This is an optimization exercise on Yosys and OpenROAD, whose aim is small area and a short achievable clock period, not a production implementation.
In this exercise RTL edits were held to simulation tests only and were not proved equivalent to the original.

## flow/design.v (module list and top-level ports; edited modules follow where they fit)
// module sidAudioPath: 3274 lines
module sidAudioPath (
  input  logic               clk,
  input  logic               rst,
  input  logic               sampleValid,
  input  logic signed [11:0] voice0,
  input  logic signed [11:0] voice1,
  input  logic signed [11:0] voice2,
  input  logic [7:0]         env0,
  input  logic [7:0]         env1,
  input  logic [7:0]         env2,
  input  logic [2:0]         filterRoute,
  input  logic [1:0]         mode,
  input  logic [15:0]        coef,
  input  logic [3:0]         volume,
  output logic signed [15:0] audioOut,
  output logic               audioValid
);
  // ...
==> flow/flow/run.sh <==
#!/bin/bash
# The standard layout with two changes in how it is made (the SDC is unchanged):
#  - after the standard synthesis, flow/invopt.py re-places the netlist's inverters around
#    its full adders and XOR gates (a full adder is self-dual, so each may compute the
#    complements of its outputs from complemented inputs; an XOR gate absorbs an inverted
#    input by becoming an XNOR); registers and all other cells are left as they are;
#  - the resizer's setup repair aims at a shorter period than the 20 ns constraint: paths
#    with less than MARGIN ns of slack are sized up and buffered.
set -euo pipefail
MARGIN=$(cat flow/margin.txt)
R=orfs/results/sky130hd/sidAudioPath/base
bash standard.sh synth > synth.log 2>&1
cp $R/1_2_yosys.v $R/1_2_yosys_std.v
python3 flow/invopt.py $R/1_2_yosys_std.v $R/1_2_yosys.v > invopt.log 2>&1
touch $R/1_2_yosys.v
bash standard.sh SETUP_SLACK_MARGIN=$MARGIN finish > standard.log 2>&1
==> flow/flow/invopt.py <==
#!/usr/bin/env python3
"""Re-place the inverters of a flat sky130 gate-level netlist around its full adders and
XOR gates. A full adder is self-dual: FA(~a, ~b, ~c) = (~cout, ~sum); an XOR/XNOR gate
absorbs an inverted input, or complements its output, by switching between XOR and XNOR.
Every inverter is taken out, each full adder and XOR gate gets a polarity (1: it computes
the complement of its original output), XOR gates take their inputs in whatever polarity
they come and fold the parity into their type, and one inverter is put back per net whose
other loads need the other polarity. Polarities are chosen to need as few inverters as
possible.
usage: invopt.py IN.v OUT.v"""
import re, sys, collections, random

src = open(sys.argv[1]).read()
m = re.search(r'^module .*?;\n', src, re.S | re.M)
endm = src.rindex('endmodule')
body = src[m.end():endm]
cell_re = re.compile(r'^\s*(sky130_fd_sc_hd__\w+)\s+(\S+)\s*\((.*?)\);\s*$', re.S | re.M)
pin_re = re.compile(r'\.(\w+)\(\s*(.*?)\s*\)(?=\s*,|\s*$)', re.S)
cells = []
last = 0
parts = []
for cm in cell_re.finditer(body):
    parts.append(body[last:cm.start()])
    last = cm.end()
    pins = {}
    for pm in pin_re.finditer(cm.group(3)):
        pins[pm.group(1)] = pm.group(2).strip()
    cells.append([cm.group(1), cm.group(2), pins])
rest = "".join(parts) + body[last:]
assert "assign" not in rest, "assign statements not handled"
decl_lines = [l for l in rest.split("\n") if l.strip()]

OUTPINS = {"X", "Y", "Q", "Q_N", "SUM", "COUT", "HI", "LO"}
def is_inv(c): return re.match(r'sky130_fd_sc_hd__(clk)?inv_\d+$', c[0]) is not None
def is_fa(c): return re.match(r'sky130_fd_sc_hd__fa_\d+$', c[0]) is not None
def is_xor(c): return re.match(r'sky130_fd_sc_hd__x(n)?or[23]_\d+$', c[0]) is not None

outports = set()
for l in decl_lines:
    mm = re.match(r'\s*output\s+(\[(\d+):(\d+)\]\s+)?(\S+);', l)
    if mm:
        if mm.group(1):
            for i in range(int(mm.group(3)), int(mm.group(2)) + 1):
                outports.add(f"{mm.group(4)}[{i}]")
        else:
            outports.add(mm.group(4))

driver = {}
for i, c in enumerate(cells):
    for p, n in c[2].items():
        if p in OUTPINS: driver[n] = (i, p)

def root(net):
    """(root net, parity) through inverter chains"""
    q = 0
    seen = 0
    while True:
        d = driver.get(net)
        if d is None or not is_inv(cells[d[0]]): return net, q
        net = cells[d[0]][2]["A"]; q ^= 1
        seen += 1
        assert seen < 100

# pins: (cell index or None for an output port, pin, root, parity)
pins = []
for i, c in enumerate(cells):
    if is_inv(c): continue
    for p, n in c[2].items():
        if p in OUTPINS: continue
        r, q = root(n)
        pins.append((i, p, r, q))
# output ports: the port net itself may be driven by an inverter
port_pins = []
for o in outports:
    r, q = root(o)
    if r != o:
        port_pins.append((o, r, q))

fa_idx = [i for i, c in enumerate(cells) if is_fa(c) or is_xor(c)]
pol = {i: 0 for i in fa_idx}
def rootpol(r):
    d = driver.get(r)
    if d is None: return 0
    return pol.get(d[0], 0)

# per root: list of (consumer fa or None, parity)
by_root = collections.defaultdict(list)
for (i, p, r, q) in pins:
    if is_xor(cells[i]): continue
    by_root[r].append((i if i in pol else None, q))
for (o, r, q) in port_pins:
    by_root[r].append((None, q))
roots_of_fa = collections.defaultdict(set)
for r, lst in by_root.items():
    d = driver.get(r)
    if d is not None and d[0] in pol: roots_of_fa[d[0]].add(r)
    for (f, q) in lst:
        if f is not None: roots_of_fa[f].add(r)

def root_cost(r):
    rp = rootpol(r)
    need = [q ^ (pol[f] if f is not None else 0) ^ rp for (f, q) in by_root[r]]
    return 1 if any(need) else 0

def total():
    return sum(root_cost(r) for r in by_root)

best = total()
start = best
random.seed(1)
cur = best
bestpol = dict(pol)
T = 1.0
for step in range(200000):
    f = random.choice(fa_idx)
    rs = roots_of_fa[f]
    before = sum(root_cost(r) for r in rs)
    pol[f] ^= 1
    after = sum(root_cost(r) for r in rs)
    d = after - before
    if d <= 0 or random.random() < pow(2.718, -d / T):
        cur += d
        if cur < best:
            best = cur; bestpol = dict(pol)
    else:
        pol[f] ^= 1
    T = max(0.05, 1.0 * (1 - step / 150000))
pol = bestpol
final = total()
print(f"inverters: {sum(1 for c in cells if is_inv(c))} -> {final} (root model {start} -> {final})", file=sys.stderr)

# rebuild: drop all inverters; flipped FAs keep their nets (which now carry complements)
out_cells = []
new_wires = []
inv_for = {}
def inv_net(r):
    if r not in inv_for:
        n = f"_invq{len(inv_for)}_"
        new_wires.append(n)
        inv_for[r] = n
        out_cells.append(["sky130_fd_sc_hd__inv_1", f"_invqc{len(inv_for)}_", {"A": r, "Y": n}])
    return inv_for[r]
for i, c in enumerate(cells):
    if is_inv(c): continue
    nc = [c[0], c[1], dict(c[2])]
    if is_xor(c):
        par = pol[i]
        for p, n in c[2].items():
            if p in OUTPINS: continue
            r, q = root(n)
            par ^= q ^ rootpol(r)
            nc[2][p] = r
        if par:
            mx = re.match(r"sky130_fd_sc_hd__(x(n)?or)([23])_(\d+)$", c[0])
            kind, k, size = mx.group(1), mx.group(3), mx.group(4)
            newkind = "xor" if kind == "xnor" else "xnor"
            nc[0] = f"sky130_fd_sc_hd__{newkind}{k}_{size}"
            if k == "2":
                # xor2 drives X, xnor2 drives Y
                outp = "X" if "X" in nc[2] else "Y"
                net = nc[2].pop(outp)
                nc[2]["Y" if newkind == "xnor" else "X"] = net
        out_cells.append(nc)
        continue
    for p, n in c[2].items():
        if p in OUTPINS: continue
        r, q = root(n)
        need = q ^ (pol[i] if i in pol else 0) ^ rootpol(r)
        nc[2][p] = inv_net(r) if need else r
    out_cells.append(nc)
# output ports driven through inverters: drive them from an inverter or a buffer-free net
port_fix = []
for (o, r, q) in port_pins:
    need = q ^ rootpol(r)
    # the port net must carry r ^ q; build it from r
    if need:
        out_cells.append(["sky130_fd_sc_hd__inv_1", f"_invqp_{len(port_fix)}_", {"A": r, "Y": o}])
    else:
        out_cells.append(["sky130_fd_sc_hd__buf_1", f"_invqp_{len(port_fix)}_", {"A": r, "X": o}])
    port_fix.append(o)
# a root that is itself an output port of a flipped FA would change the port's value
for o in outports:
    d = driver.get(o)
    assert not (d and d[0] in pol and pol[d[0]]), "flipped cell drives an output port"

out = [src[:m.end()]]
out += decl_lines
out += [f"  wire {w};" for w in new_wires]
for c in out_cells:
    pl = ",\n".join(f"    .{p}({n}{' ' if n.startswith(chr(92)) else ''})" for p, n in c[2].items())
    out.append(f"  {c[0]} {c[1]} (\n{pl}\n  );")
out.append("endmodule\n")
open(sys.argv[2], "w").write("\n".join(out))
==> flow/flow/margin.txt <==
14.5
==> flow/standard.sh <==
#!/bin/bash
# synth_recipe.tcl (not shown) runs the flow's synth.tcl, then flattens the netlist and writes it again
# the make line also repeats each setting of config.mk as NAME=value (left out here)
make -C /OpenROAD-flow-scripts/flow DESIGN_CONFIG=/design/flow/config.mk WORK_HOME=/design/flow/orfs CLKGATE_MAP_FILE= SYNTH_SCRIPT=/design/flow/synth_recipe.tcl "${@:-finish}"
==> flow/config.mk <==
export PLATFORM = sky130hd
export DESIGN_NAME = sidAudioPath
export DESIGN_NICKNAME = sidAudioPath
export VERILOG_FILES = /design/flow/design.v
export SDC_FILE = /design/flow/constraint.sdc
export NUM_CORES = 4
export LEC_CHECK = 0
export ABC_AREA = 1
export CAP_MARGIN = 20
export CORE_MARGIN = 2
export CORE_UTILIZATION = 40
export SLEW_MARGIN = 20
==> flow/constraint.sdc <==
create_clock -name core_clock -period 20.0 [get_ports {clk}]
set_input_delay 4.0000 -clock core_clock [delete_from_list [all_inputs] [get_ports {clk}]]
set_output_delay 4.0000 -clock core_clock [all_outputs]
set_load 0.01 [all_outputs]
==> impl_metrics.xml, run 1 <==
<?xml version="1.0" encoding="UTF-8"?>
<metrics>
  <group name="floorplan">
    <metric name="std_cell_rows" unit="">113</metric>
    <metric name="pin_count" unit="">105</metric>
  </group>
  <group name="grt">
    <metric name="grt_start_max_net_pins" unit="">33</metric>
    <metric name="grt_pass1_vias" unit="">28930</metric>
    <metric name="grt_use_met1" unit="">0.3018</metric>
  </group>
  <group name="route">
    <metric name="dr.first_iter.drc_count" unit="">2133</metric>
    <metric name="highest_metal_layer_with_signal_wires" unit="">met4</metric>
    <metric name="wl_met1" unit="µm">46950</metric>
  </group>
  <group name="worst_setup_path">
    <metric name="crit_fanout" unit="">23</metric>
    <metric name="critPathRequiredTime" unit="ns">20.59</metric>
    <metric name="cp-end-kind" unit="">register</metric>
    <metric name="r2r_start" unit="">coef_r[15]</metric>
  </group>
  <group name="clock_tree">
    <metric name="post_cts.repair.setup_buffers" unit="">3</metric>
  </group>
  <group name="cells_and_area">
    <metric name="bufAreaShareNonClock" unit="">0.03498</metric>
    <metric name="inv_count" unit="">585</metric>
    <metric name="final_layout_size_suffix_gt1_frac" unit="">0.06805</metric>
    <metric name="diodes" unit="">0</metric>
  </group>
  <group name="timing">
    <metric name="fin_hold_ws" unit="ns">0.3236</metric>
    <metric name="rsz0062_at_grt" unit="">true</metric>
    <metric name="max_slew_margin" unit="">0.3530</metric>
  </group>
  <group name="synth">
    <metric name="yosysWarnings" unit="">1</metric>
    <metric name="synth_area_per_cell" unit="µm²">8.984</metric>
  </group>
  <group name="job">
    <metric name="maxCapViolCount" unit="">0</metric>
  </group>
  <group name="placement">
    <metric name="buffers_added_on_ports" unit="">104</metric>
  </group>
  <group name="run_status">
    <metric name="outcome" unit="">no timing/DRC/antenna violations</metric>
  </group>
</metrics>
==> run 2: changes to the inputs <==
--- a/flow/config.mk
+++ b/flow/config.mk
@@ -9,4 +9,5 @@
 export CAP_MARGIN = 20
 export CORE_MARGIN = 2
 export CORE_UTILIZATION = 40
+export CTS_BUF_LIST = sky130_fd_sc_hd__clkbuf_8
 export SLEW_MARGIN = 20
==> run 2 against run 1 <==
Compared with the run above: still clean on timing, DRC and antenna; first-iteration DRC count grew 4.5%; hold slack gained 0.0036 ns; global-route usage is essentially flat; via count grew 0.33%; design area shrank 0.36%; non-clock buffer count shrank 2; sequential share of layout area grew 0.069 points; worst setup slack lost 0.023 ns; largest cell class unchanged; wire length shrank 0.23%; final cell count grew 0.70%.
==> impl_metrics.xml, run 2 <==
<?xml version="1.0" encoding="UTF-8"?>
<metrics>
  <group name="timing">
    <metric name="fmaxAchievable" unit="GHz">0.1899</metric>
    <metric name="rsz0062_at_grt" unit="">true</metric>
    <metric name="final_hold_viol_count" unit="">0</metric>
    <metric name="fin_max_slew_vios" unit="">0</metric>
    <metric name="totalNegativeSetupSlack" unit="ns">0</metric>
    <metric name="total_of_endpoints_with_negative_setup_slack_in_the_final_report" unit="">0</metric>
    <metric name="final.min_clock_period" unit="ns">5.266</metric>
    <metric name="max_slew_margin" unit="">0.3580</metric>
    <metric name="timing.clock.skew" unit="ns">0.04034</metric>
    <metric name="final_worst_path_period_share" unit="">0.2633</metric>
    <metric name="worst-slew-pin-transition" unit="ns">0.9620</metric>
  </group>
  <group name="clock_tree">
    <metric name="clock_tree_from_tritoncts" unit="">yes</metric>
    <metric name="path_clk_slew" unit="ns">0.07</metric>
    <metric name="ctsHtreeMaxLevel" unit="">3</metric>
    <metric name="cts-root-buf" unit="">sky130_fd_sc_hd__clkbuf_8</metric>
    <metric name="cts-buffers-inserted" unit="">76</metric>
    <metric name="ctsLongestPathBuffers" unit="">3</metric>
    <metric name="clock_sink_count" unit="">407</metric>
    <metric name="clk_latency" unit="ns">0.71</metric>
    <metric name="post_cts_hold_buffer_count" unit="">0</metric>
  </group>
  <group name="worst_setup_path">
    <metric name="cp-end-kind" unit="">register</metric>
    <metric name="critical_path_arrival" unit="ns">5.92</metric>
    <metric name="setup.worst_path.class" unit="">register to register</metric>
    <metric name="worst_setup_path_start_kind" unit="">register</metric>
    <metric name="critPathRequiredTime" unit="ns">20.65</metric>
    <metric name="crit_fanout" unit="">21</metric>
  </group>
  <group name="synth">
    <metric name="synthesized_area" unit="µm²">38140</metric>
    <metric name="yosysWarnings" unit="">1</metric>
    <metric name="synth_area_per_cell" unit="µm²">8.984</metric>
    <metric name="synth.net_count" unit="">5137</metric>
    <metric name="synthesized_instance_count" unit="">4245</metric>
  </group>
  <group name="floorplan">
    <metric name="std_cell_rows" unit="">113</metric>
    <metric name="start_util" unit="">0.4026</metric>
    <metric name="floorplan.die.width" unit="µm">312.8</metric>
    <metric name="pin_count" unit="">105</metric>
    <metric name="die_y" unit="µm">312.8</metric>
    <metric name="coreArea" unit="µm²">94730</metric>
    <metric name="area_of_the_die" unit="µm²">97830</metric>
  </group>
  <group name="run_status">
    <metric name="outcome" unit="">no timing/DRC/antenna violations</metric>
  </group>
  <group name="cells_and_area">
    <metric name="final_layout_size_suffix_gt1_frac" unit="">0.07301</metric>
    <metric name="area_growth" unit="%">10.73</metric>
    <metric name="final_core_utilization" unit="">0.4458</metric>
    <metric name="final_net_count" unit="">5163</metric>
    <metric name="registers.top_by_ff_count" unit="">X4a</metric>
    <metric name="largest_register_ff_count" unit="">33</metric>
    <metric name="layout_common_cells" unit="">586 x sky130_fd_sc_hd__nand2_1, 585 x sky130_fd_sc_hd__inv_1, 509 x sky130_fd_sc_hd__fa_1, 397 x sky130_fd_sc_hd__dfxtp_1, 383 x sky130_fd_sc_hd__o22ai_1</metric>
    <metric name="mostFrequentLayoutCell" unit="">sky130_fd_sc_hd__nand2_1</metric>
    <metric name="biggestRegsByFlops" unit="">X4a (33), X4b (31)</metric>
  </group>
  <group name="job">
    <metric name="maxCapViolCount" unit="">0</metric>
  </group>
  <group name="hold_path">
    <metric name="hold_path.class" unit="">register to register</metric>
  </group>
  <group name="route">
    <metric name="postRouteWirelength" unit="µm">104700</metric>
    <metric name="vias" unit="">28920</metric>
    <metric name="viasPerCell" unit="">5.169</metric>
    <metric name="dr.first_iter.drc_count" unit="">2230</metric>
    <metric name="drt.antenna.violating_nets" unit="">0</metric>
    <metric name="routed_wire_length_per_instance" unit="µm">18.72</metric>
    <metric name="drc" unit="">0</metric>
    <metric name="drt_first_pass_iters" unit="">5</metric>
  </group>
  <group name="grt">
    <metric name="first_pass_grt_wire_length" unit="µm">166200</metric>
    <metric name="grt_start_max_net_pins" unit="">33</metric>
    <metric name="grt_use_total" unit="">0.2156</metric>
    <metric name="grt_pass1_vias" unit="">29190</metric>
    <metric name="antenna_found_initial" unit="">3</metric>
    <metric name="globalRoute.totalOverflow" unit="">0</metric>
  </group>
  <group name="placement">
    <metric name="place.detailed.hpwl" unit="µm">82380</metric>
    <metric name="gp_congestion" unit="">0.9657</metric>
    <metric name="buffers_added_on_ports" unit="">104</metric>
  </group>
</metrics>
-- run 2: critical path: stages, from the launching register on --
cell and delay, ns:
sky130_fd_sc_hd__dfxtp_4 0.57, sky130_fd_sc_hd__o22ai_1 0.16, sky130_fd_sc_hd__xor2_1 0.18, sky130_fd_sc_hd__fa_1 0.57, sky130_fd_sc_hd__fa_1 0.43, sky130_fd_sc_hd__fa_1 0.43, sky130_fd_sc_hd__fa_1 0.53, sky130_fd_sc_hd__fa_1 0.44
sky130_fd_sc_hd__nand2_1 0.10, sky130_fd_sc_hd__inv_1 0.08, sky130_fd_sc_hd__nor2_4 0.13, sky130_fd_sc_hd__nand2_1 0.16, sky130_fd_sc_hd__nor2_1 0.13, sky130_fd_sc_hd__nand2_1 0.10, sky130_fd_sc_hd__nand3_2 0.11, sky130_fd_sc_hd__nand2_2 0.07
sky130_fd_sc_hd__nand2_1 0.08, sky130_fd_sc_hd__nand2_1 0.05, sky130_fd_sc_hd__nand2_1 0.09, sky130_fd_sc_hd__nand3_2 0.08, sky130_fd_sc_hd__nand2_2 0.09, sky130_fd_sc_hd__clkinvlp_4 0.10, sky130_fd_sc_hd__buf_12 0.16, sky130_fd_sc_hd__nand3_2 0.06
sky130_fd_sc_hd__nand2_1 0.06, sky130_fd_sc_hd__nand2_1 0.07, sky130_fd_sc_hd__nand2_1 0.05, sky130_fd_sc_hd__nand2_1 0.09
-- run 2: area by class of cell --
cell class | instances | area (µm²)
Antenna cell | 2 | 5.005
Clock buffer | 93 | 1280
Clock inverter | 42 | 435.4
Fill cell | 9307 | 52500
Inverter | 584 | 2215
Multi-Input combinational cell | 3044 | 27080
Sequential cell | 407 | 8173
Tap cell | 1265 | 1583
Timing Repair Buffer | 157 | 1460
Timing Repair inverter | 1 | 5.005
-- run 2: path summary, 6_finish.rpt --
check,depth (start not counted),slack [ns],start,endpoint
setup / recovery,27,14.73,nlp[13],nlp[7]
hold / removal,0,0.33,D3[4],D4[4]
hold reg to reg,0,0.33,D3[4],D4[4]
setup reg to reg,27,14.73,nlp[13],nlp[7]
-- run 2: through the flow --
step	cell area, µm²	worst slack [ns]	hold slack [ns]	cells
2_1_floorplan	38140	14.69	0.3096	4245
3_3_place_gp	40230	13.81	0.3135	5443
3_5_place_dp	40230	13.61	0.3121	5443
4_1_cts	42010	14.53	0.3266	5581
5_1_grt	42230	14.45	0.3341	5595
6_report	42230	14.73	0.3271	5595
-- run 2: repair_timing --
action	4_1_cts	5_1_grt
pin swaps	0	8
gates cloned	0	2
setup buffers	3	10
resized for setup	34	39
setup endpoints to repair	34	24
-- run 2: metal layers --
| layer | share of wire | global-route usage | vias up |
|---|---|---|---|
| li1 | - | - | 13700 |
| met1 | 0.45 | 0.3003 | 14100 |
| met2 | 0.46 | 0.3475 | 965 |
| met3 | 0.062 | 0.03050 | 161 |
| met4 | 0.028 | 0.06601 | 0 |
| met5 | 0 | 0 | - |

[separate check: timing with driven ports]
Ports are ideal in the flow. The routed layouts listed here were re-timed in OpenROAD.
Step 1: set_driving_cell puts a clkbuf_16 on clk and a buf_2 on each other input, an assumption about the parent block.
Step 2 times the ports against the registers' clock, not the clock port: input delays grow and output delays shrink by t, the midpoint of the rising clock arrivals with the driver on.
Slacks: ideal / step 1 / step 2; pairs: ideal / step 1.
run | shift t [ns] | slack for setup (ns) | worst data-port slew with drivers (ns)
run 1 | 0.709 | 14.757 / 14.698 / 14.757 | 0.05
run 2 | 0.756 | 14.734 / 14.677 / 14.734 | 0.05
After both steps setup and hold are still met in every run listed.
